This is an optimization exercise on Yosys and OpenROAD, whose aim is small area, a short achievable clock period and few clock cycles per item, not a production implementation. The RTL was checked by simulation tests, not by an equivalence proof against the original design. Power figures rest on the tool's default switching activity, not on a simulated workload.

==> flow/design.v (excerpt) <==
module joint_trajectory_interpolator_unit #(
  parameter int MAX_STEPS = jti_pkg::MaxStepsDefault
) (
  input  logic                         clk,
  input  logic                         rst,
  input  logic                         s_axis_tvalid,
  output logic                         s_axis_tready,
  input  logic [jti_pkg::InDataW-1:0]  s_axis_tdata,
  input  logic [jti_pkg::ModeW-1:0]    s_axis_tuser,
  output logic                         m_axis_tvalid,
  input  logic                         m_axis_tready,
  output logic [jti_pkg::OutDataW-1:0] m_axis_tdata,
  output logic [jti_pkg::StatW-1:0]    m_axis_tuser,
  output logic                         m_axis_tlast,
  input  logic                         cfg_we,
  input  logic [jti_pkg::CfgIdxW-1:0]  cfg_index,
  input  logic [jti_pkg::CfgW-1:0]     cfg_data
);
==> module jti_setup, before the edit <==
module jti_setup (
  input  logic                   clk,
  input  logic                   ld,      
  input  logic [15:0]            tgt,
  input  logic [15:0]            spos,
  input  logic [1:0]             lz,
  output logic [15:0]            mag,     
  input  logic                   ds,      
  input  logic                   lin,
  input  logic                   lin_ld,  
  input  logic [jti_pkg::DW-1:0] dv,
  input  logic [7:0]             c1,
  input  logic [8:0]             c2,
  input  logic [8:0]             ca,      
  input  logic                   c3en,    
  output logic                   neg,
  output logic [jti_pkg::RW-1:0] r1, r2, r3,
  output logic [15:0]            q1,
  output logic [14:0]            q2, q3
);
  localparam int DW = jti_pkg::DW;
  localparam int RW = jti_pkg::RW;
  localparam int TW = jti_pkg::TW;
  function automatic logic [15:0] jti_addc(input logic [15:0] a, input logic [15:0] b,
                                           input logic cin);
    logic [15:0] x, pall;
    x = a ^ b;
    pall[0] = 1'b1;
    for (int i = 1; i < 16; i++) pall[i] = pall[i-1] & x[i-1];
    jti_addc = (a + b) ^ (pall & {16{cin}});
  endfunction
  logic [15:0] m;
  logic [RW-1:0] w1, w2, w3;
  logic        b, b2;    
  assign b  = m[15];
  assign r1 = w1;
  assign r2 = w2;
  assign r3 = w3;
  function automatic logic [TW:0] add3(input logic [TW:0] a, input logic [TW:0] bb,
                                       input logic [TW:0] e, input logic cin);
    add3 = (a ^ bb ^ e) + {(a[TW-1:0] & bb[TW-1:0]) | (a[TW-1:0] & e[TW-1:0]) |
                           (bb[TW-1:0] & e[TW-1:0]), cin};
  endfunction
  function automatic logic [RW+1:0] dstep(input logic [TW-1:0] a, input logic [TW-1:0] bb,
                                          input logic [DW-1:0] d);
    logic [TW:0] t, u1, u2;
    t  = {1'b0, a} + {1'b0, bb};
    u1 = add3({1'b0, a}, {1'b0, bb}, ~{2'b00, d}, 1'b1);
    u2 = add3({1'b0, a}, {1'b0, bb}, ~{1'b0, d, 1'b0}, 1'b1);
    if (!u2[TW])      dstep = {2'd2, u2[RW-1:0]};
    else if (!u1[TW]) dstep = {2'd1, u1[RW-1:0]};
    else              dstep = {2'd0, t[RW-1:0]};
  endfunction
  logic [16:0]   dp;
  logic [15:0]   mshift;
  logic [RW+1:0] s1, s2, s3;
  logic [15:0]   q1a, q1p, q1q, q2i, q3i;
  always_comb begin
    dp  = {tgt[15], tgt} - {spos[15], spos};
    mag = jti_addc(dp[15:0] ^ {16{dp[16]}}, 16'd0, dp[16]);
    mshift = mag << lz;
    s1  = dstep({1'b0, w1, 1'b0}, b ? TW'(c1) : '0, dv);
    s2  = dstep({1'b0, w2, 1'b0}, b2 ? TW'(c2) : '0, dv);
    s3  = dstep({1'b0, w3, 1'b0}, (b && c3en) ? TW'(12) : '0, dv);
    q1a = {q1[14:0], 1'b0} + (b ? {7'd0, ca} : 16'd0);
    q1p = jti_addc(q1a, 16'd0, 1'b1);
    q1q = jti_addc({1'b0, q1a[15:1]}, 16'd0, 1'b1);
    q2i = jti_addc({1'b0, q2}, 16'd0, s2[RW+1]);
    q3i = jti_addc({1'b0, q3}, 16'd0, s3[RW+1]);
  end
  always_ff @(posedge clk) begin
    if (ld) begin
      neg <= dp[16];
      m   <= mag << lz;
      b2  <= lin_ld ? mag[7] : mshift[15];
    end else if (ds) begin
      m   <= {m[14:0], 1'b0};
      b2  <= lin ? m[6] : m[14];
    end
    if (ld) begin
      w1 <= '0;
      w2 <= '0;
      w3 <= '0;
      q1 <= '0;
      q2 <= '0;
      q3 <= '0;
    end else if (ds) begin
      w1 <= s1[RW-1:0];
      w2 <= s2[RW-1:0];
      w3 <= s3[RW-1:0];
      q1 <= s1[RW+1] ? {q1q[14:0], q1a[0]} : (s1[RW] ? q1p : q1a);
      q2 <= {q2i[13:0], s2[RW]};
      q3 <= {q3i[13:0], s3[RW]};
    end
  end
endmodule
==> module jti_emit, before the edit <==
module jti_emit (
  input  logic                   clk,
  input  logic                   rst,
  input  logic                   ho,      
  input  logic                   lin_in,  
  input  logic                   ec,      
  input  logic                   neg_in,
  input  logic [jti_pkg::RW-1:0] r1_in, r2_in, r3_in,
  input  logic [15:0]            q1_in,
  input  logic [14:0]            q2_in, q3_in,
  input  logic [jti_pkg::DW-1:0] dv_in,   
  input  logic                   es,      
  input  logic [jti_pkg::DW-1:0] dv,      
  output logic [15:0]            pos
);
  localparam int DW = jti_pkg::DW;
  localparam int RW = jti_pkg::RW;
  function automatic logic [15:0] jti_addc(input logic [15:0] a, input logic [15:0] b,
                                           input logic cin);
    logic [15:0] x, pall;
    x = a ^ b;
    pall[0] = 1'b1;
    for (int i = 1; i < 16; i++) pall[i] = pall[i-1] & x[i-1];
    jti_addc = (a + b) ^ (pall & {16{cin}});
  endfunction
  logic          neg;
  logic [RW-1:0] r0, r1, r2, r3;
  logic [15:0]   q1;
  logic [14:0]   q2, q3;
  function automatic logic [RW:0] estep(input logic [RW-1:0] a, input logic [RW-1:0] bb,
                                        input logic [DW-1:0] d);
    logic [RW+1:0] t, u;
    t = {2'b00, a} + {2'b00, bb};
    u = ({2'b00, a} ^ {2'b00, bb} ^ ~{1'b0, d}) +
        {({1'b0, a} & {1'b0, bb}) | ({1'b0, a} & ~d) | ({1'b0, bb} & ~d), 1'b1};
    estep = u[RW+1] ? {1'b0, t[RW-1:0]} : {1'b1, u[RW-1:0]};
  endfunction
  logic [RW:0]   e0, e1;
  logic [RW+1:0] t2, u2;
  logic [15:0]   pa, qb, qc;
  always_comb begin
    e0 = estep(r0, r1, dv);
    e1 = estep(r1, r2, dv);
    t2 = {2'b00, r2} + ~{2'b00, r3} + (RW+2)'(1);
    u2 = ({2'b00, r2} ^ ~{2'b00, r3} ^ {1'b0, dv}) +
         {({1'b0, r2} & ~{1'b0, r3}) | ({1'b0, r2} & dv) | (~{1'b0, r3} & dv), 1'b1};
    pa = jti_addc(pos, q1 ^ {16{neg}}, e0[RW] ^ neg);
    qb = jti_addc(q1, {q2[14], q2}, e1[RW]);
    qc = jti_addc({1'b0, q2}, {1'b1, ~q3}, !t2[RW+1]);
  end
  always_ff @(posedge clk) begin
    if (rst) begin
      pos <= '0;
    end else if (es) begin
      pos <= pa;
    end
  end
  always_ff @(posedge clk) begin
    if (ho) begin
      neg <= neg_in;
      r0  <= RW'(dv_in >> 1);
      r1  <= r1_in;
      r2  <= r2_in;
      r3  <= lin_in ? r2_in : r3_in;
      q1  <= q1_in;
      q2  <= q2_in;
      q3  <= lin_in ? q2_in : q3_in;
    end else if (es || ec) begin
      if (es) begin
        r0 <= e0[RW-1:0];
      end
      if (ec) begin
        r3 <= '0;
        q3 <= '0;
      end
      r1  <= e1[RW-1:0];
      r2  <= t2[RW+1] ? u2[RW-1:0] : t2[RW-1:0];
      q1  <= qb;
      q2  <= qc[14:0];
    end
  end
endmodule
Settings: LEC_CHECK=0, CAP_MARGIN=20, CORE_MARGIN=2, CORE_UTILIZATION=55, SETUP_SLACK_MARGIN=5, SLEW_MARGIN=20, TNS_END_PERCENT=100; clock period 10.0 ns.
run.sh (not shown) runs the stock make flow with config.mk's settings and CLKGATE_MAP_FILE= SYNTH_SCRIPT=/design/flow/synth_recipe.tcl, a recipe that flattens the netlist after the stock synthesis.
Testbench counts at the start, summed over its fixed seeds: cycles 9,007, items 6,355.
Then changed:
--- a/flow/design.v
+++ b/flow/design.v
@@ -70,14 +70,14 @@
                            (bb[TW-1:0] & e[TW-1:0]), cin};
   endfunction
   function automatic logic [RW+1:0] dstep(input logic [TW-1:0] a, input logic [TW-1:0] bb,
                                           input logic [DW-1:0] d);
     logic [TW:0] t, u1, u2;
     t  = {1'b0, a} + {1'b0, bb};
-    u1 = add3({1'b0, a}, {1'b0, bb}, ~{2'b00, d}, 1'b1);
-    u2 = add3({1'b0, a}, {1'b0, bb}, ~{1'b0, d, 1'b0}, 1'b1);
+    u1 = t - {2'b00, d};
+    u2 = t - {1'b0, d, 1'b0};
     if (!u2[TW])      dstep = {2'd2, u2[RW-1:0]};
     else if (!u1[TW]) dstep = {2'd1, u1[RW-1:0]};
     else              dstep = {2'd0, t[RW-1:0]};
   endfunction
   logic [16:0]   dp;
   logic [15:0]   mshift;
@@ -152,25 +152,23 @@
   logic [15:0]   q1;
   logic [14:0]   q2, q3;
   function automatic logic [RW:0] estep(input logic [RW-1:0] a, input logic [RW-1:0] bb,
                                         input logic [DW-1:0] d);
     logic [RW+1:0] t, u;
     t = {2'b00, a} + {2'b00, bb};
-    u = ({2'b00, a} ^ {2'b00, bb} ^ ~{1'b0, d}) +
-        {({1'b0, a} & {1'b0, bb}) | ({1'b0, a} & ~d) | ({1'b0, bb} & ~d), 1'b1};
+    u = t - {1'b0, d};
     estep = u[RW+1] ? {1'b0, t[RW-1:0]} : {1'b1, u[RW-1:0]};
   endfunction
   logic [RW:0]   e0, e1;
   logic [RW+1:0] t2, u2;
   logic [15:0]   pa, qb, qc;
   always_comb begin
     e0 = estep(r0, r1, dv);
     e1 = estep(r1, r2, dv);
     t2 = {2'b00, r2} + ~{2'b00, r3} + (RW+2)'(1);
-    u2 = ({2'b00, r2} ^ ~{2'b00, r3} ^ {1'b0, dv}) +
-         {({1'b0, r2} & ~{1'b0, r3}) | ({1'b0, r2} & dv) | (~{1'b0, r3} & dv), 1'b1};
+    u2 = t2 + {1'b0, dv};
     pa = jti_addc(pos, q1 ^ {16{neg}}, e0[RW] ^ neg);
     qb = jti_addc(q1, {q2[14], q2}, e1[RW]);
     qc = jti_addc({1'b0, q2}, {1'b1, ~q3}, !t2[RW+1]);
   end
   always_ff @(posedge clk) begin
     if (rst) begin
Outcome: Wire length goes down by about 7%. Final area goes down by 3.9%. Via count goes down by about 7%. Sequential cell count does not change. Synthesized area goes down by about 10%. Fmax goes down by 0.37%. Clock skew goes up by 20 ps. Power goes down by about 4.5%. Worst hold slack barely changes. Register-to-register slack got worse by 20 ps. Clock-buffer cell count goes up by 11. Die area goes down by 10%.
Testbench counts after the change, summed over its fixed seeds: cycles 9,007, items 6,355.

## separate check: timing with driven ports
No port has a modelled driver above. Below, the same layouts with a new extraction and two added sets of constraints. Step 1 sets driving cells, clkbuf_16 on the clock port and buf_2 on the other inputs (assumed; they add their load-dependent delay and slew). Step 2 moves the port delays by t, midway between the first and last clock arrival at a register: inputs arrive t later, outputs are due t later. That takes back most of the time a late clock gives input paths. Slacks: no drivers / after step 1 / after step 2; pairs: no drivers / after step 1.
run | t, ns | setup WS [ns] | worst slew at a driven data input, ns
the first run | 0.914 | 4.537 / 4.537 / 4.215 | 0.04
the second run | 0.877 | 4.516 / 4.516 / 4.253 | 0.08
After both steps setup and hold are still met in every run listed. For the first run, which loses most, drivers alone change the setup slack by 0.000 ns; drivers and shift together by -0.322 ns.
